Source: an optimization exercise on an open RTL-to-GDS flow (aim: a short achievable clock period and few clock cycles). Production flows keep margins and buffers that such runs may drop. Function was checked by simulation only, so behaviour that the tests miss may differ from the original. Power and IR drop assume default switching activity.

--- design/flow/config.mk ---
export PLATFORM = sky130hd
export DESIGN_NAME = core
export DESIGN_NICKNAME = core
export VERILOG_FILES = /design/flow/design.v
export SDC_FILE = /design/flow/constraint.sdc
export NUM_CORES = 8
export LEC_CHECK = 0
export CAP_MARGIN = 20
export CORE_MARGIN = 2
export CORE_UTILIZATION = 30
export SETUP_SLACK_MARGIN = 5
export SLEW_MARGIN = 20
--- design/flow/constraint.sdc ---
create_clock -name core_clock -period 7.5 [get_ports {clk}]
set_input_delay 1.5000 -clock core_clock [delete_from_list [all_inputs] [get_ports {clk}]]
set_output_delay 1.5000 -clock core_clock [all_outputs]
set_load 0.01 [all_outputs]
--- design/flow/design.v ---
package core_pkg;
    typedef logic [32-1:0]     word_t;
    typedef logic [5-1:0] regAddr_t;
endpackage
`timescale 1ns/1ns
module decoder (
    input  core_pkg::word_t    instr,
    output logic               write,       
    output core_pkg::regAddr_t dst,
    output logic               usesRs,
    output logic               usesRt,
    output logic               adderUser,   
    output logic               immSel,      
    output logic               zeroA,       
    output logic               isLoad,
    output logic               isStore,
    output logic               isBranch,
    output logic               isJump,
    output logic               isSubu,
    output logic               opAdd,
    output logic               opSub,
    output logic               opAnd,
    output logic               opOr,
    output logic               opSlt,
    output logic               opSll,
    output core_pkg::word_t    imm
);
    logic [5:0] op;
    logic [5:0] fn;
    logic       isR;
    logic       rAddu, rSubu, rAnd, rOr, rSlt, rSll;
    logic       isOri, isLui;
    logic       dstIsRd;
    logic       regWrite;
    assign op = instr[31:26];
    assign fn = instr[5:0];
    assign isR   = (op == 6'h00);
    assign rAddu = isR && (fn == 6'h21);
    assign rSubu = isR && (fn == 6'h23);
    assign rAnd  = isR && (fn == 6'h24);
    assign rOr   = isR && (fn == 6'h25);
    assign rSlt  = isR && (fn == 6'h2a);
    assign rSll  = isR && (fn == 6'h00);
    assign isOri    = (op == 6'h0d);
    assign isLui    = (op == 6'h0f);
    assign isLoad   = (op == 6'h23);
    assign isStore  = (op == 6'h2b);
    assign isBranch = (op == 6'h04);
    assign isJump   = (op == 6'h02);
    assign isSubu   = rSubu;
    assign dstIsRd  = rAddu | rSubu | rAnd | rOr | rSlt | rSll;
    assign regWrite = dstIsRd | isOri | isLui | isLoad;
    assign dst      = dstIsRd ? instr[15:11] : instr[20:16];
    assign write    = (dstIsRd && instr[15:11] != '0) ||
                      ((isOri || isLui || isLoad) && instr[20:16] != '0);
    assign usesRs   = isR | isOri | isLoad | isStore | isBranch;
    assign usesRt   = isR | isStore | isBranch;
    assign adderUser = (isR && instr[5] && !instr[2]) || isLoad || isStore;
    assign immSel   = isOri | isLui | isLoad | isStore;
    assign zeroA    = isLui;
    assign opAdd = rAddu | isLoad | isStore;
    assign opSub = rSubu | rSlt;
    assign opAnd = rAnd;
    assign opOr  = rOr | isOri | isLui;
    assign opSlt = rSlt;
    assign opSll = rSll;
    assign imm = isLui ? {instr[15:0], 16'h0000} :
                 isOri ? {16'h0000, instr[15:0]} :
                         {{16{instr[15]}}, instr[15:0]};
endmodule
`timescale 1ns/1ns
module regFile (
    input  logic               clk,
    input  logic               rstN,
    input  logic [31:1]        readSelA,
    input  logic [31:1]        readSelB,
    input  logic               writeEn,
    input  core_pkg::regAddr_t writeAddr,
    input  core_pkg::word_t    writeData,
    output core_pkg::word_t    readDataA,
    output core_pkg::word_t    readDataB
);
    logic [31:0] regs [1:31];
    always_ff @(posedge clk or negedge rstN) begin
        if (!rstN) begin
            for (int i = 1; i < 32; i++) begin
                regs[i] <= '0;
            end
        end else if (writeEn && writeAddr != '0) begin
            regs[writeAddr] <= writeData;
        end
    end
    always_comb begin
        readDataA = '0;
        readDataB = '0;
        for (int i = 1; i < 32; i++) begin
            readDataA = readDataA | ({32{readSelA[i]}} & regs[i]);
            readDataB = readDataB | ({32{readSelB[i]}} & regs[i]);
        end
    end
endmodule
`timescale 1ns/1ns
module hazardUnit (
    input  logic matchA,        
    input  logic matchB,        
    input  logic adderUser,     
    input  logic producerOther, 
    output logic hazard
);
    assign hazard = (matchA || matchB) && adderUser && !producerOther;
endmodule
`timescale 1ns/1ns
module alu (
    input  core_pkg::word_t a,
    input  core_pkg::word_t b,
    input  core_pkg::word_t p,
    input  core_pkg::word_t g,
    input  core_pkg::word_t fwd,
    input  logic            fwdA,
    input  logic            fwdB,
    input  core_pkg::word_t ld,          
    input  logic            fwdAL,
    input  logic            fwdBL,
    input  logic [4:0]      shamt,
    input  logic            opSum,       
    input  logic            opSub,       
    input  logic            opAnd,
    input  logic            opOr,
    input  logic            opSlt,
    input  logic            opSll,
    output core_pkg::word_t sum,
    output core_pkg::word_t other,       
    output core_pkg::word_t result
);
    logic [31:0]     carry;
    logic            lessThan;
    core_pkg::word_t srcA, srcB;
    ksAdder #(.W(32), .L(5)) adder (
        .p    (p),
        .g    (g),
        .cin  (opSub),
        .carry(carry),
        .sum  (sum)
    );
    assign lessThan = (srcA[31] ^ srcB[31]) ? srcA[31] : ~carry[31];
    assign srcA = fwdA ? fwd : fwdAL ? ld : a;
    assign srcB = fwdB ? fwd : fwdBL ? ld : b;
    assign other  = ({32{opAnd}} & (srcA & srcB)) |
                    ({32{opOr}}  & (srcA | srcB));
    assign result = ({32{opSum}} & sum) | other |
                    ({32{opSll}} & (srcB << shamt)) |
                    {31'b0, opSlt & lessThan};
endmodule
module ksAdder #(
    parameter int W = 32,
    parameter int L = 5          
) (
    input  logic [W-1:0] p,
    input  logic [W-1:0] g,
    input  logic         cin,
    output logic [W-1:0] carry,
    output logic [W-1:0] sum
);
    logic [W-1:0] gs [0:L];
    logic [W-1:0] ps [0:L];
    always_comb begin
        gs[0] = g;
        ps[0] = p;
        for (int l = 1; l <= L; l++) begin
            for (int i = 0; i < W; i++) begin
                if (i >= (1 << (l - 1))) begin
                    gs[l][i] = gs[l-1][i] | (ps[l-1][i] & gs[l-1][i - (1 << (l - 1))]);
                    ps[l][i] = ps[l-1][i] & ps[l-1][i - (1 << (l - 1))];
                end else begin
                    gs[l][i] = gs[l-1][i];
                    ps[l][i] = ps[l-1][i];
                end
            end
        end
    end
    assign carry = {gs[L][W-2:0] | (ps[L][W-2:0] & {(W-1){cin}}), cin};
    assign sum   = p ^ carry;
endmodule
`timescale 1ns/1ns
module core (
    input  logic            clk,
    input  logic            rstN,
    output core_pkg::word_t instrAddr,
    input  core_pkg::word_t instrData,
    output core_pkg::word_t prAddr,
    output core_pkg::word_t prWd,
    output logic            prWe,
    input  core_pkg::word_t prRd
);
    core_pkg::word_t    pcF;
    core_pkg::word_t    pcQ;         
    core_pkg::word_t    pcPlus4F;
    core_pkg::word_t    pcIfNeF, pcIfEqF;
    core_pkg::regAddr_t rsF, rtF, dstF;
    logic               writeF, usesRsF, usesRtF, adderUserF, immSelF, zeroAF;
    logic               isLoadF, isStoreF, isBranchF, isJumpF, isSubuF;
    logic               opAddF, opSubF, opAndF, opOrF, opSltF, opSllF;
    core_pkg::word_t    immF;
    logic [16:0]        lowSumF, lowCarryF;
    logic [13:0]        pcUpF, pcDnF;
    logic               sameF, adderUseF, fuseF, producerOther;
    logic               pfAD, pfBD;    
    logic               fwdAF, fwdBF, fwdSF;
    core_pkg::word_t    instrD;
    logic               validD;
    core_pkg::regAddr_t rsD, rtD, dstD;
    core_pkg::regAddr_t rsNext, rtNext;
    logic [31:1]        selAF, selBF, selAD, selBD;
    logic               hitMAF, hitWAF, hitMBF, hitWBF;
    logic               zeroANext, immSelNext;    
    logic               aMaluF, aMldF, aWF, bMaluF, bMldF, bWF;
    logic               aMaluD, aMldD, aWD, bMaluD, bMldD, bWD;
    logic               writeD, usesRsD, immSelD, zeroAD;
    logic               loadD, storeD, jumpD, subuD;
    logic               goD;         
    logic               brD;         
    logic               opAddD, opSubD, opAndD, opOrD, opSltD, opSllD;
    logic               opSumD;
    core_pkg::word_t    immD;
    logic [16:0]        lowSumD;
    logic [13:0]        pcHiD;
    logic [13:0]        pcUpD, pcDnD;
    logic               advD;        
    logic               fuseD;
    logic               lateF, lateD, lateAD;    
    logic               fwdAD, fwdBD, fwdSD;       
    logic               fwdALD, fwdBLD, fwdSLD;    
    logic [13:0]        hiD;
    core_pkg::word_t    targetD;
    core_pkg::word_t    rfA, rfB;
    core_pkg::word_t    valM;
    core_pkg::word_t    rsVal, rtVal;
    core_pkg::word_t    aD, bD;
    logic               stall;
    logic               writeE, loadE, storeE, branchE, lateE, lateAE;
    core_pkg::regAddr_t dstE;
    logic               opSumE, opSubE, opAndE, opOrE, opSltE, opSllE;
    logic               fwdAE, fwdBE, fwdSE;
    logic               fwdALE, fwdBLE, fwdSLE;
    core_pkg::word_t    aE, bE, pE, gE, sdE, targetE;
    core_pkg::word_t    bxD;
    logic [4:0]         shamtE;
    core_pkg::word_t    sdValE, resE, addrE, othE;
    core_pkg::word_t    aEff, bxEff;
    logic               eqE;
    logic               cmpRegE, cmpAE, cmpBE;    
    core_pkg::word_t    xabE, diffE;
    logic               redirectE;
    logic               lateM, redirectM;
    core_pkg::word_t    diffLM, targetM;
    logic               writeM, loadM, storeM;
    core_pkg::regAddr_t dstM;
    core_pkg::word_t    resM, addrM, sdM;
    logic               writeW;
    core_pkg::regAddr_t dstW;
    core_pkg::word_t    valW;
    assign pcF       = pcQ ^ 32'h0000_3000;
    assign instrAddr = pcF;
    assign pcPlus4F  = pcF + 32'd4;
    assign rsF = instrData[25:21];
    assign rtF = instrData[20:16];
    decoder predecode (
        .instr   (instrData),
        .write   (writeF),
        .dst     (dstF),
        .usesRs  (usesRsF),
        .usesRt  (usesRtF),
        .adderUser(adderUserF),
        .immSel  (immSelF),
        .zeroA   (zeroAF),
        .isLoad  (isLoadF),
        .isStore (isStoreF),
        .isBranch(isBranchF),
        .isJump  (isJumpF),
        .isSubu  (isSubuF),
        .opAdd   (opAddF),
        .opSub   (opSubF),
        .opAnd   (opAndF),
        .opOr    (opOrF),
        .opSlt   (opSltF),
        .opSll   (opSllF),
        .imm     (immF)
    );
    assign sameF = rsF == rtF;
    assign pcUpF = pcF[31:18] + 14'd1;
    assign pcDnF = pcF[31:18] - 14'd1;
    ksAdder #(.W(17), .L(5)) lowAdder (
        .p    ({1'b0, pcF[17:2] ^ instrData[15:0]}),
        .g    ({1'b0, pcF[17:2] & instrData[15:0]}),
        .cin  (1'b1),
        .carry(lowCarryF),
        .sum  (lowSumF)
    );
    assign fwdAF = validD && writeD && usesRsF && !zeroAF && (rsF == dstD);
    assign fwdBF = validD && writeD && usesRtF && !immSelF && (rtF == dstD);
    assign fwdSF = validD && writeD && isStoreF && (rtF == dstD);
    assign producerOther = opAndD || opOrD;
    hazardUnit hazards (
        .matchA      (fwdAF),
        .matchB      (fwdBF),
        .adderUser   (adderUserF),
        .producerOther(producerOther),
        .hazard      (adderUseF)
    );
    assign lateF = isBranchF && !sameF && validD && loadD && (fwdAF || fwdBF);
    assign fuseF = isBranchF && !sameF && validD && writeD && subuD &&
                   ((rsF == dstD && rtF == '0) || (rtF == dstD && rsF == '0));
    assign rsNext     = stall ? instrD[25:21] : rsF;
    assign rtNext     = stall ? instrD[20:16] : rtF;
    assign zeroANext  = stall ? zeroAD : zeroAF;
    assign immSelNext = stall ? (immSelD && !storeD) : (immSelF && !isStoreF);
    assign hitMAF = writeE && dstE == rsNext;
    assign hitWAF = writeM && dstM == rsNext;
    assign hitMBF = writeE && dstE == rtNext;
    assign hitWBF = writeM && dstM == rtNext;
    always_comb begin
        for (int i = 1; i < 32; i++) begin
            selAF[i] = rsNext == 5'(i) && !hitMAF && !hitWAF && !zeroANext;
            selBF[i] = rtNext == 5'(i) && !hitMBF && !hitWBF && !immSelNext;
        end
    end
    assign aMaluF = hitMAF && !loadE && !zeroANext;
    assign aMldF  = hitMAF && loadE && !zeroANext;
    assign aWF    = hitWAF && !hitMAF && !zeroANext;
    assign bMaluF = hitMBF && !loadE && !immSelNext;
    assign bMldF  = hitMBF && loadE && !immSelNext;
    assign bWF    = hitWBF && !hitMBF && !immSelNext;
    always_ff @(posedge clk) begin
        selAD  <= selAF;
        selBD  <= selBF;
        aMaluD <= aMaluF;
        aMldD  <= aMldF;
        aWD    <= aWF;
        bMaluD <= bMaluF;
        bMldD  <= bMldF;
        bWD    <= bWF;
    end
    assign pcIfNeF = stall ? pcF : ((validD && goD) ? targetD : pcPlus4F);
    assign pcIfEqF = branchE ? targetE :
                     (validD && fuseD && !stall) ? targetD : pcIfNeF;
    always_ff @(posedge clk or negedge rstN) begin
        if (!rstN) begin
            pcQ <= '0;
        end else begin
            pcQ <= (redirectM ? targetM : (eqE ? pcIfEqF : pcIfNeF)) ^ 32'h0000_3000;
        end
    end
    always_ff @(posedge clk or negedge rstN) begin
        if (!rstN) begin
            advD <= 1'b1;
        end else begin
            advD <= !(adderUseF && !stall && !redirectE && !redirectM);
        end
    end
    always_ff @(posedge clk or negedge rstN) begin
        if (!rstN) begin
            validD <= 1'b0;
        end else if (redirectM) begin
            validD <= 1'b0;
        end else if (!stall) begin
            validD <= !redirectE;
        end
    end
    always_ff @(posedge clk or negedge rstN) begin
        if (!rstN) begin
            lateD   <= 1'b0;
            fuseD   <= 1'b0;
            fwdAD   <= 1'b0;
            fwdBD   <= 1'b0;
            fwdSD   <= 1'b0;
            fwdSLD  <= 1'b0;
            fwdALD  <= 1'b0;
            fwdBLD  <= 1'b0;
            pfAD    <= 1'b0;
            pfBD    <= 1'b0;
        end else if (stall) begin
            lateD   <= 1'b0;
            fuseD   <= 1'b0;
            fwdAD   <= 1'b0;
            fwdBD   <= 1'b0;
            fwdSD   <= 1'b0;
            fwdSLD  <= 1'b0;
            fwdALD  <= 1'b0;
            fwdBLD  <= 1'b0;
            pfAD    <= 1'b0;
            pfBD    <= 1'b0;
        end else begin
            lateD   <= lateF;
            lateAD  <= fwdAF;
            pfAD    <= fwdAF && producerOther && adderUserF;
            pfBD    <= fwdBF && producerOther && adderUserF;
            fuseD   <= fuseF;
            fwdAD   <= fwdAF && !loadD;
            fwdBD   <= fwdBF && !loadD;
            fwdSD   <= fwdSF && !loadD;
            fwdSLD  <= fwdSF && loadD;
            fwdALD  <= fwdAF && loadD;
            fwdBLD  <= fwdBF && loadD;
        end
    end
    always_ff @(posedge clk) begin
        if (!stall) begin
            instrD  <= instrData;
            dstD    <= dstF;
            writeD  <= writeF;
            usesRsD <= usesRsF;
            immSelD <= immSelF;
            zeroAD  <= zeroAF;
            loadD   <= isLoadF && writeF;
            storeD  <= isStoreF;
            jumpD   <= isJumpF;
            subuD   <= isSubuF;
            goD     <= isJumpF || (isBranchF && sameF);
            brD     <= isBranchF && !sameF;
            opAddD  <= opAddF;
            opSumD  <= opAddF || (opSubF && !opSltF);
            opSubD  <= opSubF;
            opAndD  <= opAndF;
            opOrD   <= opOrF;
            opSltD  <= opSltF;
            opSllD  <= opSllF;
            immD    <= immSelF ? immF : '0;
            lowSumD <= lowSumF;
            pcHiD   <= pcF[31:18];
            pcUpD   <= pcUpF;
            pcDnD   <= pcDnF;
        end
    end
    assign rsD = instrD[25:21];
    assign rtD = instrD[20:16];
    always_comb begin
        case ({instrD[15], lowSumD[16]})
            2'b01:   hiD = pcUpD;
            2'b10:   hiD = pcDnD;
            default: hiD = pcHiD;
        endcase
    end
    assign targetD = jumpD ? {pcF[31:28], instrD[25:0], 2'b00} :
                             {hiD, lowSumD[15:0], 2'b00};
    assign stall  = !advD;
    regFile regs (
        .clk      (clk),
        .rstN     (rstN),
        .readSelA (selAD),
        .readSelB (selBD),
        .writeEn  (writeW),
        .writeAddr(dstW),
        .writeData(valW),
        .readDataA(rfA),
        .readDataB(rfB)
    );
    assign valM  = loadM ? prRd : resM;
    assign rsVal = rfA | ({32{aMaluD}} & resM) | ({32{aMldD}} & prRd) | ({32{aWD}} & valW);
    assign rtVal = rfB | ({32{bMaluD}} & resM) | ({32{bMldD}} & prRd) | ({32{bWD}} & valW);
    assign aD = rsVal;
    assign bD = (rtVal & {32{!storeD}}) | immD;
    assign bxD = opSubD ? ~bD : bD;
    assign aEff  = pfAD ? othE : aD;
    assign bxEff = pfBD ? (opSubD ? ~othE : othE) : bxD;
    always_ff @(posedge clk or negedge rstN) begin
        if (!rstN) begin
            writeE  <= 1'b0;
            loadE   <= 1'b0;
            storeE  <= 1'b0;
            branchE <= 1'b0;
            lateE   <= 1'b0;
        end else if (stall || redirectM) begin
            writeE  <= 1'b0;
            loadE   <= 1'b0;
            storeE  <= 1'b0;
            branchE <= 1'b0;
            lateE   <= 1'b0;
        end else begin
            writeE  <= validD && writeD;
            loadE   <= validD && loadD;
            storeE  <= validD && storeD;
            branchE <= validD && brD && !fuseD && !lateD;
            lateE   <= validD && brD && lateD;
        end
    end
    always_ff @(posedge clk) begin
        dstE    <= dstD;
        opSumE  <= opSumD;
        opSubE  <= opSubD;
        opAndE  <= opAndD;
        opOrE   <= opOrD;
        opSltE  <= opSltD;
        opSllE  <= opSllD;
        fwdAE   <= fwdAD;
        fwdBE   <= fwdBD;
        fwdSLE  <= fwdSLD;
        fwdALE  <= fwdALD;
        fwdBLE  <= fwdBLD;
        lateAE  <= lateAD;
        cmpRegE <= !fwdAD && !fwdBD;
        cmpAE   <= fwdAD && !fwdBD;
        cmpBE   <= !fwdAD && fwdBD;
        xabE    <= aD ^ bD;
        fwdSE   <= fwdSD;
        aE      <= aD;
        bE      <= bD;
        pE      <= aEff ^ bxEff;
        gE      <= aEff & bxEff;
        sdE     <= rtVal;
        shamtE  <= instrD[10:6];
        targetE <= targetD;
    end
    assign sdValE = fwdSE ? resM : fwdSLE ? prRd : sdE;
    alu aluUnit (
        .a     (aE),
        .b     (bE),
        .p     (pE),
        .g     (gE),
        .fwd   (resM),
        .fwdA  (fwdAE),
        .fwdB  (fwdBE),
        .ld    (prRd),
        .fwdAL (fwdALE),
        .fwdBL (fwdBLE),
        .shamt (shamtE),
        .opSum (opSumE),
        .opSub (opSubE),
        .opAnd (opAndE),
        .opOr  (opOrE),
        .opSlt (opSltE),
        .opSll (opSllE),
        .sum   (addrE),
        .other (othE),
        .result(resE)
    );
    assign diffE = ({32{cmpRegE}} & xabE) |
                   ({32{cmpAE}}   & (resM ^ bE)) |
                   ({32{cmpBE}}   & (aE ^ resM));
    assign eqE   = diffE == '0;
    assign redirectE = branchE && eqE;
    always_ff @(posedge clk or negedge rstN) begin
        if (!rstN) begin
            writeM <= 1'b0;
            loadM  <= 1'b0;
            storeM <= 1'b0;
            lateM  <= 1'b0;
        end else begin
            writeM <= writeE;
            loadM  <= loadE;
            storeM <= storeE;
            lateM  <= lateE;
        end
    end
    always_ff @(posedge clk) begin
        dstM  <= dstE;
        resM  <= resE;
        addrM <= addrE;
        diffLM  <= prRd ^ (lateAE ? bE : aE);
        targetM <= targetE;
        sdM   <= sdValE;
    end
    assign redirectM = lateM && (diffLM == '0);
    assign prAddr = addrM;
    assign prWd   = sdM;
    assign prWe   = storeM;
    always_ff @(posedge clk or negedge rstN) begin
        if (!rstN) begin
            writeW <= 1'b0;
        end else begin
            writeW <= writeM;
        end
    end
    always_ff @(posedge clk) begin
        dstW <= dstM;
        valW <= valM;
    end
endmodule
--- design/flow/run.sh ---
#!/bin/bash
# synth_recipe.tcl (not shown) runs the flow's synth.tcl, then flattens the netlist and writes it again
# the make line also repeats each setting of config.mk as NAME=value (left out here)
make -C /OpenROAD-flow-scripts/flow DESIGN_CONFIG=/design/flow/config.mk WORK_HOME=/design/flow/orfs CLKGATE_MAP_FILE= SYNTH_SCRIPT=/design/flow/synth_recipe.tcl finish
==> results of run 1 <==
[registers in the layout, summed over array words and instances (netlist names), 32 cells and up]
signal	count
regs.regs	992
aE	32
addrM	32
bE	32
diffLM	32
immD	32
pE	32
pcQ	32
resM	32
sdE	32
sdM	32
valW	32
xabE	32
[per-layer routing]
metal  global-route usage, %  up-vias
met5                   0.978        -
met4                    19.6       43
met3                    16.5     2513
met2                    37.9     7416
met1                    35.4    36000
li1                        -    27000
[Yosys cell counts (13+ instances only)]
master	number
mux2_2	1084
dfrtp_1	1045
a22oi_1	743
dfxtp_1	516
clkbuf_1	457
nor2_1	290
nand2_1	240
mux2i_1	220
a221oi_1	216
nand4_1	203
a22o_1	202
a21oi_1	183
edfxtp_1	136
xnor2_1	133
o21ai_0	120
buf_1	114
xor2_1	104
nand3_1	100
nor3_1	99
inv_1	90
ha_1	56
and2_1	51
nand2b_1	44
nor4_1	38
buf_4	31
a31oi_1	26
o211ai_1	23
buf_2	20
a222oi_1	19
and3_1	18
mux4_2	17
nor2b_1	17
a21o_1	15
a221o_1	15
a211oi_1	13
o21a_1	13
or3_1	13
[metrics by stage]
step,cell area [um^2],std cells
after floorplan,80600,6865
after global placement,85800,10100
after detailed placement,85800,10100
after CTS,98500,10900
after global routing,101000,11000
final,101000,11000
[kinds of logic (layout without fill, tap and decap cells)]
logic type	after synthesis	after routing	share of synthesized area, %
AND/OR/NAND/NOR	1169	1171	7.35
flip-flops	1698	1698	51.2
XOR/XNOR	237	237	2.62
adder cells (fa/ha/maj)	56	56	0.884
other	0	52	0
buffers and inverters	716	1321	3.59
AO/OA/AOI/OAI	1664	1664	15.6
multiplexers	1325	1325	18.7
[worst max-delay path, cell delays in order]
cell and delay [ns]:
buf_6 0.10, buf_12 0.14, mux2_4 0.30, mux4_2 0.58, or2_0 0.24, o211ai_1 0.11, o21ai_2 0.11, mux2i_1 0.23
o21ai_1 0.09, a221o_1 0.32
[final cells by class]
cell class	count	area share (%)
timing repair inverter	1	0.00741
inverter	92	0.365
sequential	1698	40.5
clock inverter	53	0.644
antenna	52	0.129
multi-input combinational	4453	39.1
clock buffer	274	5.13
timing repair buffer	901	9.75
tap	3515	4.34
[power by group]
part	leakage (nW)	switching, W	internal (W)
logic	20.7	0.00135	0.000969
registers	20.4	0.000303	0.00968
clock network	2.84	0.00405	0.00505
[worst max path at each step]
stage            startpoint             to  slack, ns  cells past startpoint
2_1_floorplan  instrData[0]    lowSumD[15]       4.03                     10
3_3_place_gp       prRd[12]         pE[12]       2.87                     10
3_5_place_dp       prRd[12]       resM[28]       2.85                      9
4_1_cts             pcQ[15]  instrAddr[15]       4.51                      1
5_1_grt               cmpAE        pcQ[16]       4.46                     12
6_report           prRd[13]       resM[24]       4.52                     10
[what timing repair did]
| action | in CTS | in global routing |
|---|---|---|
| setup buffers | 392 | 131 |
| resized for setup | 1464 | 325 |
| pin swaps | 234 | 199 |
| setup endpoints to repair | 873 | 1241 |
| hold buffers | 0 | 0 |
| cloned | 25 | 6 |
==> notes.md, run 1 <==
VDD IR-drop max - 0.000232 V
hold path depth - 0
Multi-input gate area - 39600 um^2
FF-to-FF path depth - 11
endpoints failing hold - 0
clk sinks - 1698
Main synth FF type - dfrtp_1
CTS Buf Count - 174
Worst Max-Slew Pin Slew - 1.29 ns
Metal-1 WL - 145 mm
gp weighted congestion - 1.00
post-synth net total - 6987
Startpoint Class - primary input
maxcap violations - 0
Reg2Reg Setup Slack - 4.54 ns
Setup CP Type - primary input to flip-flop
final period utilization - 39.7%
EDFF count, synth - 136
Die H - 518 um
P_leak - 43.9 nW
die area - 268000 um^2
final setup skew - 0.0704 ns
IO Pins - 163
RSZ-0062 raised after global routing - yes
outcome - complete, no violations
met2 wire length - 154 mm
power per cell area - 211 nW/um^2
DRT Pass-1 Iters - 14
via count - 72900
grt ovf - 0
Slew headroom - 12.8%
clock latency (worst-skew pair) - 0.87 ns
post-route ant nets - 0
Nets - 7443
hold_ws - 0.332 ns
Die W - 518 um
overall routing resource usage - 29.0%
library cells used by synthesis - 83
Yosys top cell area share - 33.0%
dpl hpwl - 222 mm
hold path start - opSltD
first-pass GRT wire length - 552 mm
Worst Hold Path EP - opSltE
Crit path required time - 8.23 ns
DRC - 0
Power, Total - 0.0214 W
DR vias/cell - 6.61
initial antenna violation count - 34
final core occ - 38.6%
dpl ws - 2.85 ns
CP max FO - 3
most frequent cells in the layout - mux2_2, dfrtp_1, a22oi_1
Reg2Reg Launch Point - resM[12]
Iter 0 DRT Violations - 14500
register bit total from synthesis - 1698
synth top area cells - dfrtp_1, mux2_2, dfxtp_1
most common cell after layout, fill and taps aside - mux2_2
Mapped Cells - 6865
ys async rst share - 61.6%
Critical Path AT - 3.71 ns
post-synthesis sequential area ratio - 51.2%
vias in the first global route - 68200
core box area - 263000 um^2
WL final - 413 mm
CTS tree - yes
Worst Setup Slack, final - 4.52 ns
Hold/Removal Path Class - flip-flop to flip-flop
register area - 41000 um^2
routed len/inst - 37.4 um
wire length on met3 - 73.5 mm
synth warn - 9
r2r endpoint - pcQ[17]
mean cell area of the mapped netlist - 11.5 um^2
area leader, netlist - dfrtp_1
starting density of the core - 30.2%
IO Port Bufs - 162
Top Layer Used - met5
Final Slew Violations - 0
clk slew on worst S/H paths - 0.06 ns
Cell Area, Synth - 79300 um^2
Clock Path Buffers - 3
largest net degree at the start of global routing - 173
Cell Rows - 188
setup tns final - 0 ns
final setup violation count - 0
H-tree levels - 4
root buf cell - clkbuf_16
Fillers - 24900
CP Capture Type - flip-flop
fraction of layout cells with a size suffix above 1 - 40.4%
final worst path period need - 2.98 ns
fmax - 336 MHz
synthesis-to-layout area growth - 27.7%
Testbench counts, summed over its fixed seeds: cycles 47,591.
==> run 2, diff against run 1 <==
--- a/design/flow/config.mk
+++ b/design/flow/config.mk
@@ -7,6 +7,6 @@
 export LEC_CHECK = 0
 export CAP_MARGIN = 20
 export CORE_MARGIN = 2
-export CORE_UTILIZATION = 30
+export CORE_UTILIZATION = 40
 export SETUP_SLACK_MARGIN = 5
 export SLEW_MARGIN = 20
==> notes.md, run 2 <==
Reg2Reg Launch Point - resM[11]
CP startpoint - resM[11]
CTS Buf Count - 176
Slew headroom - 15.8%
via count - 71900
setup tns final - 0 ns
post-synth net total - 6987
clk slew on worst S/H paths - 0.07 ns
DR vias/cell - 7.07
final setup skew - 0.0528 ns
WL final - 404 mm
Fillers - 17000
mean cell area of the mapped netlist - 11.5 um^2
register bit total from synthesis - 1698
Largest Register - regs.regs
final period utilization - 42.2%
H-tree levels - 4
Crit path required time - 8.24 ns
Yosys top cell area share - 33.0%
placed cell area - 84600 um^2
first-pass GRT wire length - 545 mm
P_leak - 44.2 nW
CP Capture Type - flip-flop
IO Port Bufs - 162
DRT Pass-1 Iters - 10
fmax - 316 MHz
synth warn - 9
Die W - 449 um
VDD IR-drop max - 0.000232 V
die area - 202000 um^2
max reg flops - 992
Main synth FF type - dfrtp_1
maxcap violations - 0
Die H - 449 um
Synth top cells by count - mux2_2, dfrtp_1, a22oi_1
most common cell after layout, fill and taps aside - mux2_2
EDFF count, synth - 136
overall routing resource usage - 38.3%
starting density of the core - 40.2%
DRC - 0
area leader, netlist - dfrtp_1
Startpoint Class - flip-flop
routed len/inst - 39.7 um
ys async rst share - 61.6%
Final Slew Violations - 0
dpl hpwl - 214 mm
Setup CP Type - flip-flop to flip-flop
core box area - 197000 um^2
Hold/Removal Path Class - flip-flop to flip-flop
post-synthesis sequential area ratio - 51.2%
endpoints failing hold - 0
clk sinks - 1698
Iter 0 DRT Violations - 14000
post-route ant nets - 0
initial antenna violation count - 27
library cells used by synthesis - 83
most frequent cells in the layout - mux2_2, dfrtp_1, a22oi_1
top-count cell post-synth - mux2_2
fraction of layout cells with a size suffix above 1 - 41.0%
power per cell area - 213 nW/um^2
Worst Max-Slew Pin Slew - 1.26 ns
clock latency (worst-skew pair) - 0.87 ns
final worst path period need - 3.17 ns
Cell Rows - 163
vias in the first global route - 67800
root buf cell - clkbuf_16
Clock Path Buffers - 3
hold path start - fwdBLD
CTS tree - yes
outcome - complete, no violations
grt ovf - 0
RSZ-0062 raised after global routing - yes
Cell Area, Synth - 79300 um^2
CTS hold repair buffers - 0
fin area - 101000 um^2
final setup violation count - 0
IO Pins - 163
CP max FO - 6
Critical Path AT - 3.91 ns
Mapped Cells - 6865
Nets - 7478
largest net degree at the start of global routing - 174
Reg2Reg Setup Slack - 4.33 ns
synth top area cells - dfrtp_1, mux2_2, dfxtp_1
gp weighted congestion - 0.966
synthesis-to-layout area growth - 27.1%
run 2: repair_timing:
item | 4_1_cts | 5_1_grt
gates resized for setup | 1470 | 355
pin swaps | 256 | 227
gates cloned | 15 | 7
setup endpoints to repair | 875 | 851
buffers inserted | 422 | 140
run 2: kinds of logic after synthesis:
logic type | Yosys count | synth area share (%)
adders and majority gates | 56 | 0.884
xor gates and xnor gates | 237 | 2.62
and+or+nand+nor | 1169 | 7.35
muxes | 1325 | 18.7
buffers and inverters | 716 | 3.59
AOI/OAI and AO/OA | 1664 | 15.6
DFF | 1698 | 51.2
run 2: metrics by stage:
stage	util, %	cells	power (W)	setup WS, ns	hold WS, ns
after CTS	49.6	10000	0.0213	4.49	0.330
after detailed placement	42.9	9234	0.0119	2.74	0.329
after floorplan	-	6865	0.0111	4.03	0.323
after global placement	42.9	9233	0.0118	2.73	0.331
final	51.1	10200	0.0215	4.33	0.316
after global routing	51.0	10200	0.0220	4.35	0.347
run 2: metal layers:
metal	vias up	wire, um	global-route usage, %	part of all wire (%)
li1	27000	-	-	-
met1	35900	144000	47.6	36
met2	6834	156000	50.9	39
met3	2153	67200	19.4	17
met4	46	36500	26.2	9.0
met5	-	688	1.37	0.17
run 2: worst paths after layout:
path | endpoint | cells after the start
setup reg to reg | pcQ[11] | 12
setup / recovery | pcQ[11] | 12
hold / removal | fwdBLE | 0
min in group asynchronous | regs.regs[11][24] | 1
hold reg to reg | fwdBLE | 0
max in group asynchronous | regs.regs[7][20] | 3
run 2: cell type report:
type / instances / area, um^2 / area share [%]
flip-flops and latches: 1698 / 41000 / 40.7
multi-input cells: 4453 / 39700 / 39.4
repair buffers: 935 / 10400 / 10.3
clock buffers: 265 / 5110 / 5.08
well taps: 2640 / 3300 / 3.28
clock inverters: 68 / 848 / 0.842
inverters: 92 / 364 / 0.361
diodes: 24 / 60.1 / 0.0596
run 2: critical path, stage by stage, from the launching register on:
cell	delay, ns
dfxtp_1	0.31
buf_6	0.11
xor2_2	0.18
nor4_4	0.42
nand4_1	0.39
o41ai_4	0.45
buf_4	0.21
nand4b_1	0.12
buf_6	0.19
buf_12	0.14
a21oi_4	0.25
o2111ai_1	0.14
o21a_1	0.14
run 2: power breakdown:
part	internal (W)	total, W	switching, W	leakage [nW]
clock	0.00520	0.00924	0.00404	2.91
sequential	0.00968	0.00996	0.000279	20.4
combinational	0.000953	0.00227	0.00132	20.9
total	0.0158	0.0215	0.00564	44.2
==> run 3, diff against run 2 <==
--- a/design/flow/design.v
+++ b/design/flow/design.v
@@ -74,8 +74,7 @@
     input  logic               rstN,
     input  logic [31:1]        readSelA,
     input  logic [31:1]        readSelB,
-    input  logic               writeEn,
-    input  core_pkg::regAddr_t writeAddr,
+    input  logic [31:1]        writeSel,    
     input  core_pkg::word_t    writeData,
     output core_pkg::word_t    readDataA,
     output core_pkg::word_t    readDataB
@@ -86,8 +85,12 @@
             for (int i = 1; i < 32; i++) begin
                 regs[i] <= '0;
             end
-        end else if (writeEn && writeAddr != '0) begin
-            regs[writeAddr] <= writeData;
+        end else begin
+            for (int i = 1; i < 32; i++) begin
+                if (writeSel[i]) begin
+                    regs[i] <= writeData;
+                end
+            end
         end
     end
     always_comb begin
@@ -104,16 +107,16 @@
     input  logic matchA,        
     input  logic matchB,        
     input  logic adderUser,     
-    input  logic producerOther, 
+    input  logic producerLoad,  
     output logic hazard
 );
-    assign hazard = (matchA || matchB) && adderUser && !producerOther;
+    assign hazard = (matchA || matchB) && adderUser && producerLoad;
 endmodule
 `timescale 1ns/1ns
 module alu (
     input  core_pkg::word_t a,
     input  core_pkg::word_t b,
-    input  core_pkg::word_t p,
+    input  core_pkg::word_t t,
     input  core_pkg::word_t g,
     input  core_pkg::word_t fwd,
     input  logic            fwdA,
@@ -130,14 +133,15 @@
     input  logic            opSll,
     output core_pkg::word_t sum,
     output core_pkg::word_t other,       
+    output logic            lessThan,
     output core_pkg::word_t result
 );
     logic [31:0]     carry;
-    logic            lessThan;
     core_pkg::word_t srcA, srcB;
     ksAdder #(.W(32), .L(5)) adder (
-        .p    (p),
+        .p    (t),
         .g    (g),
+        .x    (t & ~g),
         .cin  (opSub),
         .carry(carry),
         .sum  (sum)
@@ -155,7 +159,8 @@
     parameter int W = 32,
     parameter int L = 5          
 ) (
-    input  logic [W-1:0] p,
+    input  logic [W-1:0] p,      
+    input  logic [W-1:0] x,      
     input  logic [W-1:0] g,
     input  logic         cin,
     output logic [W-1:0] carry,
@@ -179,7 +184,7 @@
         end
     end
     assign carry = {gs[L][W-2:0] | (ps[L][W-2:0] & {(W-1){cin}}), cin};
-    assign sum   = p ^ carry;
+    assign sum   = x ^ carry;
 endmodule
 `timescale 1ns/1ns
 module core (
@@ -203,8 +208,10 @@
     core_pkg::word_t    immF;
     logic [16:0]        lowSumF, lowCarryF;
     logic [13:0]        pcUpF, pcDnF;
-    logic               sameF, adderUseF, fuseF, producerOther;
-    logic               pfAD, pfBD;    
+    logic               sameF, adderUseF, fuseF;
+    logic               pfAF, pfBF;
+    logic               pfSumAD, pfOthAD, pfSltAD, pfNoAD;
+    logic               pfSumBD, pfOthBD, pfSltBD, pfNoBD;
     logic               fwdAF, fwdBF, fwdSF;
     core_pkg::word_t    instrD;
     logic               validD;
@@ -242,22 +249,22 @@
     logic               opSumE, opSubE, opAndE, opOrE, opSltE, opSllE;
     logic               fwdAE, fwdBE, fwdSE;
     logic               fwdALE, fwdBLE, fwdSLE;
-    core_pkg::word_t    aE, bE, pE, gE, sdE, targetE;
-    core_pkg::word_t    bxD;
+    core_pkg::word_t    aE, bE, tE, gE, sdE, targetE;
     logic [4:0]         shamtE;
     core_pkg::word_t    sdValE, resE, addrE, othE;
+    logic               ltE;
+    core_pkg::word_t    bEff;
     core_pkg::word_t    aEff, bxEff;
     logic               eqE;
-    logic               cmpRegE, cmpAE, cmpBE;    
-    core_pkg::word_t    xabE, diffE;
+    logic               cmpRegE, cmpFwdE;    
+    core_pkg::word_t    xabE, otherE;        
     logic               redirectE;
     logic               lateM, redirectM;
     core_pkg::word_t    diffLM, targetM;
     logic               writeM, loadM, storeM;
     core_pkg::regAddr_t dstM;
     core_pkg::word_t    resM, addrM, sdM;
-    logic               writeW;
-    core_pkg::regAddr_t dstW;
+    logic [31:1]        writeSelW;   
     core_pkg::word_t    valW;
     assign pcF       = pcQ ^ 32'h0000_3000;
     assign instrAddr = pcF;
@@ -292,6 +299,7 @@
     ksAdder #(.W(17), .L(5)) lowAdder (
         .p    ({1'b0, pcF[17:2] ^ instrData[15:0]}),
         .g    ({1'b0, pcF[17:2] & instrData[15:0]}),
+        .x    ({1'b0, pcF[17:2] ^ instrData[15:0]}),
         .cin  (1'b1),
         .carry(lowCarryF),
         .sum  (lowSumF)
@@ -299,12 +307,13 @@
     assign fwdAF = validD && writeD && usesRsF && !zeroAF && (rsF == dstD);
     assign fwdBF = validD && writeD && usesRtF && !immSelF && (rtF == dstD);
     assign fwdSF = validD && writeD && isStoreF && (rtF == dstD);
-    assign producerOther = opAndD || opOrD;
+    assign pfAF = fwdAF && !loadD && !opSllD && adderUserF;
+    assign pfBF = fwdBF && !loadD && !opSllD && adderUserF;
     hazardUnit hazards (
         .matchA      (fwdAF),
         .matchB      (fwdBF),
         .adderUser   (adderUserF),
-        .producerOther(producerOther),
+        .producerLoad(loadD || opSllD),
         .hazard      (adderUseF)
     );
     assign lateF = isBranchF && !sameF && validD && loadD && (fwdAF || fwdBF);
@@ -330,6 +339,30 @@
     assign bMaluF = hitMBF && !loadE && !immSelNext;
     assign bMldF  = hitMBF && loadE && !immSelNext;
     assign bWF    = hitWBF && !hitMBF && !immSelNext;
+    always_ff @(posedge clk or negedge rstN) begin
+        if (!rstN) begin
+            pfSumAD <= 1'b0;
+            pfOthAD <= 1'b0;
+            pfSltAD <= 1'b0;
+            pfSumBD <= 1'b0;
+            pfOthBD <= 1'b0;
+            pfSltBD <= 1'b0;
+        end else if (stall) begin
+            pfSumAD <= 1'b0;
+            pfOthAD <= 1'b0;
+            pfSltAD <= 1'b0;
+            pfSumBD <= 1'b0;
+            pfOthBD <= 1'b0;
+            pfSltBD <= 1'b0;
+        end else begin
+            pfSumAD <= pfAF && opSumD;
+            pfOthAD <= pfAF && (opAndD || opOrD);
+            pfSltAD <= pfAF && opSltD;
+            pfSumBD <= pfBF && opSumD;
+            pfOthBD <= pfBF && (opAndD || opOrD);
+            pfSltBD <= pfBF && opSltD;
+        end
+    end
     always_ff @(posedge clk) begin
         selAD  <= selAF;
         selBD  <= selBF;
@@ -376,8 +409,8 @@
             fwdSLD  <= 1'b0;
             fwdALD  <= 1'b0;
             fwdBLD  <= 1'b0;
-            pfAD    <= 1'b0;
-            pfBD    <= 1'b0;
+            pfNoAD  <= 1'b1;
+            pfNoBD  <= 1'b1;
         end else if (stall) begin
             lateD   <= 1'b0;
             fuseD   <= 1'b0;
@@ -387,13 +420,13 @@
             fwdSLD  <= 1'b0;
             fwdALD  <= 1'b0;
             fwdBLD  <= 1'b0;
-            pfAD    <= 1'b0;
-            pfBD    <= 1'b0;
+            pfNoAD  <= 1'b1;
+            pfNoBD  <= 1'b1;
         end else begin
             lateD   <= lateF;
             lateAD  <= fwdAF;
-            pfAD    <= fwdAF && producerOther && adderUserF;
-            pfBD    <= fwdBF && producerOther && adderUserF;
+            pfNoAD  <= !pfAF;
+            pfNoBD  <= !pfBF;
             fuseD   <= fuseF;
             fwdAD   <= fwdAF && !loadD;
             fwdBD   <= fwdBF && !loadD;
@@ -448,8 +481,7 @@
         .rstN     (rstN),
         .readSelA (selAD),
         .readSelB (selBD),
-        .writeEn  (writeW),
-        .writeAddr(dstW),
+        .writeSel (writeSelW),
         .writeData(valW),
         .readDataA(rfA),
         .readDataB(rfB)
@@ -459,9 +491,13 @@
     assign rtVal = rfB | ({32{bMaluD}} & resM) | ({32{bMldD}} & prRd) | ({32{bWD}} & valW);
     assign aD = rsVal;
     assign bD = (rtVal & {32{!storeD}}) | immD;
-    assign bxD = opSubD ? ~bD : bD;
-    assign aEff  = pfAD ? othE : aD;
-    assign bxEff = pfBD ? (opSubD ? ~othE : othE) : bxD;
+    assign aEff  = ({32{pfSumAD}} & addrE) | ({32{pfOthAD}} & othE) |
+                   {31'b0, pfSltAD & ltE} |
+                   ({32{pfNoAD}} & aD);
+    assign bEff  = ({32{pfSumBD}} & addrE) | ({32{pfOthBD}} & othE) |
+                   {31'b0, pfSltBD & ltE} |
+                   ({32{pfNoBD}} & bD);
+    assign bxEff = opSubD ? ~bEff : bEff;
     always_ff @(posedge clk or negedge rstN) begin
         if (!rstN) begin
             writeE  <= 1'b0;
@@ -498,13 +534,13 @@
         fwdBLE  <= fwdBLD;
         lateAE  <= lateAD;
         cmpRegE <= !fwdAD && !fwdBD;
-        cmpAE   <= fwdAD && !fwdBD;
-        cmpBE   <= !fwdAD && fwdBD;
+        cmpFwdE <= fwdAD != fwdBD;
         xabE    <= aD ^ bD;
+        otherE  <= fwdAD ? bD : aD;
         fwdSE   <= fwdSD;
         aE      <= aD;
         bE      <= bD;
-        pE      <= aEff ^ bxEff;
+        tE      <= aEff | bxEff;
         gE      <= aEff & bxEff;
         sdE     <= rtVal;
         shamtE  <= instrD[10:6];
@@ -514,7 +550,7 @@
     alu aluUnit (
         .a     (aE),
         .b     (bE),
-        .p     (pE),
+        .t     (tE),
         .g     (gE),
         .fwd   (resM),
         .fwdA  (fwdAE),
@@ -531,12 +567,10 @@
         .opSll (opSllE),
         .sum   (addrE),
         .other (othE),
+        .lessThan(ltE),
         .result(resE)
     );
-    assign diffE = ({32{cmpRegE}} & xabE) |
-                   ({32{cmpAE}}   & (resM ^ bE)) |
-                   ({32{cmpBE}}   & (aE ^ resM));
-    assign eqE   = diffE == '0;
+    assign eqE = (({32{cmpRegE}} & xabE) | ({32{cmpFwdE}} & (resM ^ otherE))) == '0;
     assign redirectE = branchE && eqE;
     always_ff @(posedge clk or negedge rstN) begin
         if (!rstN) begin
@@ -565,13 +599,14 @@
     assign prWe   = storeM;
     always_ff @(posedge clk or negedge rstN) begin
         if (!rstN) begin
-            writeW <= 1'b0;
+            writeSelW <= '0;
         end else begin
-            writeW <= writeM;
+            for (int i = 1; i < 32; i++) begin
+                writeSelW[i] <= writeM && dstM == 5'(i);
+            end
         end
     end
     always_ff @(posedge clk) begin
-        dstW <= dstM;
         valW <= valM;
     end
 endmodule
--- a/design/flow/config.mk
+++ b/design/flow/config.mk
@@ -7,6 +7,6 @@
 export LEC_CHECK = 0
 export CAP_MARGIN = 20
 export CORE_MARGIN = 2
-export CORE_UTILIZATION = 40
+export CORE_UTILIZATION = 30
 export SETUP_SLACK_MARGIN = 5
 export SLEW_MARGIN = 20
==> notes.md, run 3 <==
outcome - complete, no violations
H-tree levels - 4
CTS hold repair buffers - 0
Worst Setup Slack, final - 4.50 ns
clk sinks - 1761
Main synth FF type - dfrtp_1
overall routing resource usage - 28.9%
IO Port Bufs - 162
dpl hpwl - 223 mm
die area - 277000 um^2
register bit total from synthesis - 1761
Largest Register - regs.regs
dpl ws - 2.56 ns
DRC - 0
Reg2Reg Launch Point - bWD
DR vias/cell - 6.58
Clock Path Buffers - 3
Mapped Cells - 7185
Die H - 526 um
post-synth net total - 7276
fraction of layout cells with a size suffix above 1 - 40.8%
r2r endpoint - tE[4]
first-pass GRT wire length - 567 mm
library cells used by synthesis - 101
Fillers - 25500
top-count cell post-synth - dfrtp_1
routed len/inst - 37.1 um
CTS tree - yes
WP buf/inv - 1
max reg flops - 992
Worst Hold Path EP - lateM
vias in the first global route - 70400
final setup skew - 0.0523 ns
synthesis-to-layout area growth - 28.8%
final setup violation count - 0
worst-path cell chain - buf_6
post-synthesis sequential area ratio - 51.4%
final worst path period need - 3.00 ns
hold_ws - 0.351 ns
post-route ant nets - 0
Synth top cells by count - dfrtp_1, mux2_2, a22oi_1
fmax - 333 MHz
Cell Area, Synth - 81800 um^2
Critical-path top delay cell - dfrtp_4
hold path depth - 0
initial antenna violation count - 39
ys async rst share - 61.4%
mean cell area of the mapped netlist - 11.4 um^2
CP max FO - 2
Iter 0 DRT Violations - 14000
EDFF count, synth - 136
Crit path required time - 6.00 ns
Worst Max-Slew Pin Slew - 1.34 ns
Yosys top cell area share - 33.0%
crit-path leading delay family - flip-flops
Hold/Removal Path Class - flip-flop to flip-flop
IO Pins - 163
grt ovf - 0
FF-to-FF path depth - 10
Cell Rows - 191
CTS Buf Count - 180
max incr delay on CP - 0.52 ns
Startpoint Class - flip-flop
RSZ-0062 raised after global routing - yes
root buf cell - clkbuf_16
power per cell area - 205 nW/um^2
setup tns final - 0 ns
CP Capture Type - output pin
endpoints failing hold - 0
Die W - 526 um
area leader, netlist - dfrtp_1
gp weighted congestion - 0.956
most common cell after layout, fill and taps aside - mux2_2
clk slew on worst S/H paths - 0.06 ns
clock latency (worst-skew pair) - 0.86 ns
synth top area cells - dfrtp_1, mux2_2, dfxtp_1
largest net degree at the start of global routing - 202
Reg2Reg Setup Slack - 4.55 ns
most frequent cells in the layout - mux2_2, dfrtp_1, a22oi_1
final core occ - 38.9%
final period utilization - 40.0%
Slew headroom - 10.4%
P_leak - 45.0 nW
WL final - 425 mm
Critical Path AT - 1.50 ns
core box area - 271000 um^2
Final Slew Violations - 0
VDD IR-drop max - 0.000247 V
Nets - 7780
DRT Pass-1 Iters - 11
starting density of the core - 30.2%
via count - 75400
maxcap violations - 0
Setup CP Type - flip-flop to output pin
synth warn - 9
hold path start - lateE
## run 3: logic make-up after synthesis
group | after synthesis | share of synthesized area [%]
compound gates | 1802 | 16.5
flops | 1761 | 51.4
simple gates | 1339 | 8.07
mux | 1283 | 17.6
buf+inv | 767 | 3.91
xor+xnor | 208 | 2.23
fa+ha+maj | 25 | 0.382
## run 3: layer usage
metal | wire length, um | share of wire, % | track usage, % | vias to the layer above
li1 | - | - | - | 28200
met5 | 791 | 0.19 | 0.450 | -
met4 | 40000 | 9.4 | 19.8 | 32
met3 | 71600 | 17 | 14.9 | 2406
met2 | 163000 | 38 | 38.5 | 7395
met1 | 150000 | 35 | 35.6 | 37300
## run 3: timing repair
item	4_1_cts	5_1_grt
setup buffers	473	169
endpoints found under the setup margin	615	375
gates cloned	26	14
gates resized for setup	1475	385
pin swaps	348	281
## run 3: how the worst max path moves through the flow
stage / cells after the start / to / startpoint
after global routing: 12 / lowSumD[15] / instrData[0]
after floorplan: 11 / lowSumD[16] / instrData[0]
final: 1 / instrAddr[22] / pcQ[22]
after global placement: 12 / lowSumD[16] / instrData[0]
after detailed placement: 12 / lowSumD[16] / instrData[0]
after CTS: 1 / instrAddr[22] / pcQ[22]
## run 3: power breakdown
group	switching (W)	leakage, nW	internal [W]
registers	0.000253	21.0	0.00994
logic	0.00118	21.0	0.000792
clock network	0.00407	2.99	0.00540
## run 3: stage by stage
| stage | instances | power, W | cell area (um^2) |
|---|---|---|---|
| 2_1_floorplan | 7185 | 0.0111 | 83400 |
| 3_3_place_gp | 10400 | 0.0117 | 87700 |
| 3_5_place_dp | 10400 | 0.0118 | 87700 |
| 4_1_cts | 11200 | 0.0214 | 102000 |
| 5_1_grt | 11400 | 0.0222 | 105000 |
| 6_report | 11500 | 0.0216 | 105000 |
## run 3: area by class of cell
type	instances	area [um^2]	area share [%]
antenna	48	120	0.114
clock buffer	291	5460	5.18
clock inverter	49	634	0.602
inverter	93	372	0.353
multi-input combinational	4659	40700	38.6
sequential	1761	42600	40.4
tap	3570	4470	4.24
timing repair buffer	994	11100	10.5
Testbench counts of run 3, summed over its fixed seeds: cycles 47,118.
==> run 4, diff against run 3 <==
--- a/design/flow/config.mk
+++ b/design/flow/config.mk
@@ -7,6 +7,6 @@
 export LEC_CHECK = 0
 export CAP_MARGIN = 20
 export CORE_MARGIN = 2
-export CORE_UTILIZATION = 30
+export CORE_UTILIZATION = 25
 export SETUP_SLACK_MARGIN = 5
 export SLEW_MARGIN = 20
==> notes.md, run 4 <==
max incr delay on CP - 0.48 ns
fraction of layout cells with a size suffix above 1 - 40.8%
compound-cell area share of the yosys netlist - 16.5%
most common cell after layout, fill and taps aside - mux2_2
final period utilization - 40.1%
dpl hpwl - 229 mm
endpoints failing hold - 0
Sw Pwr - 0.00564 W
CTS tree - yes
Crit path required time - 6.00 ns
Reg2Reg Launch Point - bMaluD
outcome - complete, no violations
post-synthesis xor/xnor area fraction - 2.23%
r2r endpoint - tE[4]
WP buf/inv - 1
Setup CP Type - flip-flop to output pin
DRC - 0
clock latency (worst-skew pair) - 0.90 ns
DRT Pass-1 Iters - 14
Critical Path AT - 1.50 ns
post-synthesis mux area share - 17.6%
post-route ant nets - 0
routed len/inst - 34.9 um
via count - 75700
Post-Synth Adder-Cell Area - 0.382%
post-synth net total - 7276
vias in the first global route - 70800
Hold/Removal Path Class - flip-flop to flip-flop
Startpoint Class - flip-flop
P_leak - 44.9 nW
Internal - 0.0163 W
Nets - 7772
simple-gate share of the synthesized area - 8.07%
DR vias/cell - 6.20
ys async rst share - 61.4%
initial antenna violation count - 42
maxcap violations - 0
Comb power frac - 9.1%
CP Capture Type - output pin
CTS Buf Count - 184
gp weighted congestion - 0.960
most frequent cells in the layout - mux2_2, dfrtp_1, a22oi_1
overall routing resource usage - 24.1%
Mapped Cells - 7185
Cell Rows - 210
CTS hold repair buffers - 0
starting density of the core - 25.1%
Worst Max-Slew Pin Slew - 1.39 ns
max reg flops - 992
Cell Area, Synth - 81800 um^2
clk slew on worst S/H paths - 0.07 ns
final setup skew - 0.0920 ns
Die W - 576 um
worst-path cell chain - buf_6
Final Slew Violations - 0
synthesis-to-layout area growth - 29.5%
root buf cell - clkbuf_16
synth warn - 9
Critical-path top delay cell - dfrtp_2
area leader, netlist - dfrtp_1
FF-to-FF path depth - 12
Clock power frac - 44.5%
library cells used by synthesis - 101
top-count cell post-synth - dfrtp_1
final setup violation count - 0
crit-path leading delay family - flip-flops
Iter 0 DRT Violations - 14500
placed insts - 11200
VDD IR-drop max - 0.000209 V
Slew headroom - 7.31%
Worst Hold Path EP - fwdSE
power per cell area - 207 nW/um^2
hold path depth - 0
setup tns final - 0 ns
RSZ-0062 raised after global routing - yes
register bit total from synthesis - 1761
first-pass GRT wire length - 568 mm
grt ovf - 0
mean cell area of the mapped netlist - 11.4 um^2
H-tree levels - 4
IO Port Bufs - 162
clk sinks - 1761
Layout Cells excl Fill - 12200
Switching Fraction - 25.7%
hold path start - fwdSD
Clock Path Buffers - 4
Reg2Reg Setup Slack - 4.58 ns
core box area - 327000 um^2
post-synthesis sequential area ratio - 51.4%
EDFF count, synth - 136
main combinational cell family by area after synthesis - multiplexers
die area - 332000 um^2
synth top area cells - dfrtp_1, mux2_2, dfxtp_1
fmax - 333 MHz
Largest Register - regs.regs
Main synth FF type - dfrtp_1
IO Pins - 163
Yosys top cell area share - 33.0%
Synth top cells by count - dfrtp_1, mux2_2, a22oi_1
Seq pwr share - 46.4%
CP max FO - 2
final worst path period need - 3.00 ns
WL final - 427 mm
largest net degree at the start of global routing - 185
Die H - 576 um
## run 4: how the worst max path moves through the flow
stage / slack, ns / endpoint / start / depth (start not counted)
2_1_floorplan: 3.83 / lowSumD[16] / instrData[0] / 11
3_3_place_gp: 2.65 / lowSumD[15] / instrData[0] / 12
3_5_place_dp: 2.69 / lowSumD[16] / instrData[0] / 12
4_1_cts: 4.47 / instrAddr[18] / pcQ[18] / 1
5_1_grt: 4.45 / lowSumD[16] / instrData[0] / 12
6_report: 4.50 / instrAddr[18] / pcQ[18] / 1
## run 4: area by class of cell
type                            count  area [um^2]
Antenna cell                       37         92.6
Sequential cell                  1761        42500
Fill cell                       32100       221000
Tap cell                         4346         5440
Multi-Input combinational cell   4659        40700
Timing Repair Buffer              982        10700
Clock buffer                      254         5190
Clock inverter                     78          998
Inverter                           93          370
## run 4: through the flow
stage	worst slack (ns)	power [W]	instance area (um^2)	hold WS (ns)	utilization (%)
after global placement	2.65	0.0118	88900	0.329	27.2
after detailed placement	2.69	0.0118	88900	0.334	27.2
after global routing	4.45	0.0224	106000	0.355	32.4
after CTS	4.47	0.0216	102000	0.348	31.3
final	4.50	0.0219	106000	0.346	32.5
after floorplan	3.83	0.0111	83400	0.323	-
## run 4: cells by family after synthesis
kind of cell / count (synthesis)
adder cells (fa/ha/maj): 25
AO/OA/AOI/OAI: 1802
AND/OR/NAND/NOR: 1339
buffers and inverters: 767
XOR/XNOR: 208
flip-flops: 1761
multiplexers: 1283
## run 4: repair_timing
item,4_1_cts,5_1_grt
pin swaps,304,300
endpoints found under the setup margin,575,792
setup buffers,436,181
cloned,23,10
gates resized for setup,1401,451
## run 4: power by group through the flow
stage | Combinational [W] | Sequential, W | Clock, W
after floorplan | 0.000857 | 0.0103 | 0
after global placement | 0.00131 | 0.0104 | 0
after detailed placement | 0.00132 | 0.0105 | 0
after CTS | 0.00176 | 0.0102 | 0.00971
after global routing | 0.00208 | 0.0102 | 0.0101
final | 0.00200 | 0.0102 | 0.00975
## run 4: routing by layer
metal,vias to the layer above,share of wire [%],track usage [%]
met2,7675,38,31.8
li1,28200,-,-
met4,24,9.4,16.4
met3,2420,18,13.1
met5,-,0.14,0.187
met1,37400,35,29.6
==> run 5, diff against run 4 <==
--- a/design/flow/config.mk
+++ b/design/flow/config.mk
@@ -7,6 +7,6 @@
 export LEC_CHECK = 0
 export CAP_MARGIN = 20
 export CORE_MARGIN = 2
-export CORE_UTILIZATION = 25
+export CORE_UTILIZATION = 20
 export SETUP_SLACK_MARGIN = 5
 export SLEW_MARGIN = 20
==> notes.md, run 5 <==
clk slew on worst S/H paths - 0.07 ns
initial antenna violation count - 38
fmax - 329 MHz
Slew headroom - 15.9%
Setup CP Type - flip-flop to output pin
DRT Pass-1 Iters - 10
clock latency (worst-skew pair) - 0.91 ns
Critical-path top delay cell - dfrtp_1
H-tree levels - 4
GR Util met1 - 23.5%
synth warn - 9
routed len/inst - 32.1 um
Iter 0 DRT Violations - 14600
Post-Synth Adder-Cell Area - 0.382%
Critical Path AT - 1.54 ns
clk sinks - 1761
fraction of layout cells with a size suffix above 1 - 41.9%
Mapped Cells - 7185
library cells used by synthesis - 101
post-route ant nets - 0
synth top area cells - dfrtp_1, mux2_2, dfxtp_1
setup tns final - 0 ns
first-pass GRT wire length - 574 mm
post-synthesis sequential area ratio - 51.4%
endpoints failing hold - 0
synthesis-to-layout area growth - 32.4%
CP dominant cell by count - buf_8
final period utilization - 40.5%
IO Port Bufs - 162
root buf cell - clkbuf_16
CTS tree - yes
die area - 414000 um^2
gp weighted congestion - 0.966
CTS hold repair buffers - 0
simple-gate share of the synthesized area - 8.07%
Yosys top cell area share - 33.0%
outcome - complete, no violations
RSZ-0062 raised after global routing - yes
vias in the first global route - 70000
final setup skew - 0.103 ns
main combinational cell family by area after synthesis - multiplexers
Synth top cells by count - dfrtp_1, mux2_2, a22oi_1
most frequent cells in the layout - mux2_2, dfrtp_1, a22oi_1
most common cell after layout, fill and taps aside - mux2_2
Worst Max-Slew Pin Slew - 1.26 ns
Largest Register - regs.regs
Die W - 644 um
core box area - 407000 um^2
starting density of the core - 20.1%
Worst Setup Slack, final - 4.46 ns
Cell Area, Synth - 81800 um^2
CTS Buf Count - 188
top-count cell post-synth - dfrtp_1
via count - 75300
max reg flops - 992
WL final - 429 mm
Die H - 644 um
power per cell area - 205 nW/um^2
largest net degree at the start of global routing - 186
Startpoint Class - flip-flop
EDFF count, synth - 136
Final Slew Violations - 0
ys async rst share - 61.4%
Nets - 7833
max incr delay on CP - 0.38 ns
DR vias/cell - 5.64
GR Util met3 - 10.1%
IO Pins - 163
placed insts - 12300
crit-path leading delay family - flip-flops
mean cell area of the mapped netlist - 11.4 um^2
register bit total from synthesis - 1761
met2 usage - 26.4%
final worst path period need - 3.04 ns
Crit path required time - 6.00 ns
DRC - 0
Hold/Removal Path Class - flip-flop to flip-flop
dpl ws - 2.72 ns
area leader, netlist - dfrtp_1
post-synth net total - 7276
VDD IR-drop max - 0.000215 V
post-synthesis mux area share - 17.6%
busiest grt layer - met2
P_leak - 45.4 nW
compound-cell area share of the yosys netlist - 16.5%
Clock Path Buffers - 4
Layout Cells excl Fill - 13300
WP buf/inv - 2
dpl hpwl - 240 mm
overall routing resource usage - 19.5%
grt ovf - 0
Main synth FF type - dfrtp_1
hold_ws - 0.335 ns
post-synthesis xor/xnor area fraction - 2.23%
worst-path cell chain - buf_8, buf_8
final setup violation count - 0
CP Capture Type - output pin
Cell Rows - 234
CP max FO - 2
maxcap violations - 0
[run 5: cell counts after synthesis]
Identical to the previous run, type by type.
[run 5: area by class of cell]
type / count / area [um^2]
repair buffers: 1039 / 11400
flip-flops and latches: 1761 / 42500
clock buffers: 275 / 5580
well taps: 5428 / 6790
clock inverters: 65 / 867
inverters: 93 / 369
diodes: 26 / 65.1
fillers: 42100 / 299000
multi-input cells: 4659 / 40800
[run 5: path summary, 6_finish.rpt]
kind | from | end | slack [ns] | depth (start not counted)
worst max-delay path | pcQ[22] | instrAddr[22] | 4.46 | 2
worst min-delay path | fwdBLD | fwdBLE | 0.33 | 0
worst max register to register | selBD[3] | gE[20] | 4.52 | 10
worst min register to register | fwdBLD | fwdBLE | 0.33 | 0
max in group asynchronous | rstN | regs.regs[26][15] | 5.30 | 2
min in group asynchronous | rstN | writeSelW[20] | 0.61 | 1
[run 5: repair_timing]
action	in CTS	in global routing
gates resized for setup	1641	403
cloned	28	6
buffers inserted	469	138
pin swaps	332	232
setup endpoints to repair	576	486
[run 5: report_power, final]
group | internal, W | leakage, nW | switching, W | total [W]
combinational | 0.000800 | 21.3 | 0.00124 | 0.00204
clock | 0.00579 | 3.16 | 0.00418 | 0.00997
sequential | 0.00994 | 21.0 | 0.000234 | 0.0102
total | 0.0165 | 45.4 | 0.00565 | 0.0222
[run 5: cells by family after synthesis]
group / count (synthesis)
multiplexers: 1283
XOR/XNOR: 208
AND/OR/NAND/NOR: 1339
AO/OA/AOI/OAI: 1802
adder cells (fa/ha/maj): 25
flip-flops: 1761
buffers and inverters: 767
[run 5: metrics by stage]
| stage | total power (W) | util (%) | instance area (um^2) |
|---|---|---|---|
| final | 0.0222 | 26.6 | 108000 |
| after global routing | 0.0227 | 26.6 | 108000 |
| after CTS | 0.0220 | 25.9 | 105000 |
| after detailed placement | 0.0119 | 22.3 | 90600 |
| after global placement | 0.0118 | 22.3 | 90600 |
| after floorplan | 0.0111 | - | 83400 |
[run 5: layer usage]
metal / routed length, um / part of all wire, %
met1: 151000 / 35
met2: 165000 / 38
met3: 73500 / 17
met4: 38600 / 9.0
met5: 666 / 0.16

## static timing again, ports no longer ideal
The flow's constraints put no driver on any port. The routed layouts listed below were extracted and timed again, unchanged, in two steps. Step 1 sets driving cells, clkbuf_16 on the clock port and buf_2 on the other inputs (assumed; they add their load-dependent delay and slew). Step 2 adds t to the input delays and takes it off the output delays; t is the mean of the earliest and latest rising clock arrival at the registers after step 1. Input paths then give back, and output paths get back, about the clock's delay inside the block. Slacks: ideal / step 1 / step 2; pairs: ideal / step 1.
run	shift t [ns]	setup WS [ns]	worst hold slack (ns)	worst data-port slew with drivers (ns)	cell pins on the clock port's net
run 1	0.917	4.520 / 4.448 / 3.611	0.332 / 0.332 / 0.332	0.24	1
run 2	0.935	4.335 / 4.335 / 3.575	0.316 / 0.316 / 0.316	0.19	1
run 3	0.932	4.498 / 4.403 / 3.580	0.351 / 0.351 / 0.351	0.23	1
run 4	0.944	4.496 / 4.409 / 3.545	0.346 / 0.346 / 0.346	0.26	1
run 5	0.951	4.464 / 4.372 / 3.645	0.335 / 0.335 / 0.335	0.30	1
After both steps every run listed still meets setup and hold. For run 4, which loses most, drivers alone change the setup slack by -0.087 ns; drivers and shift together by -0.951 ns.
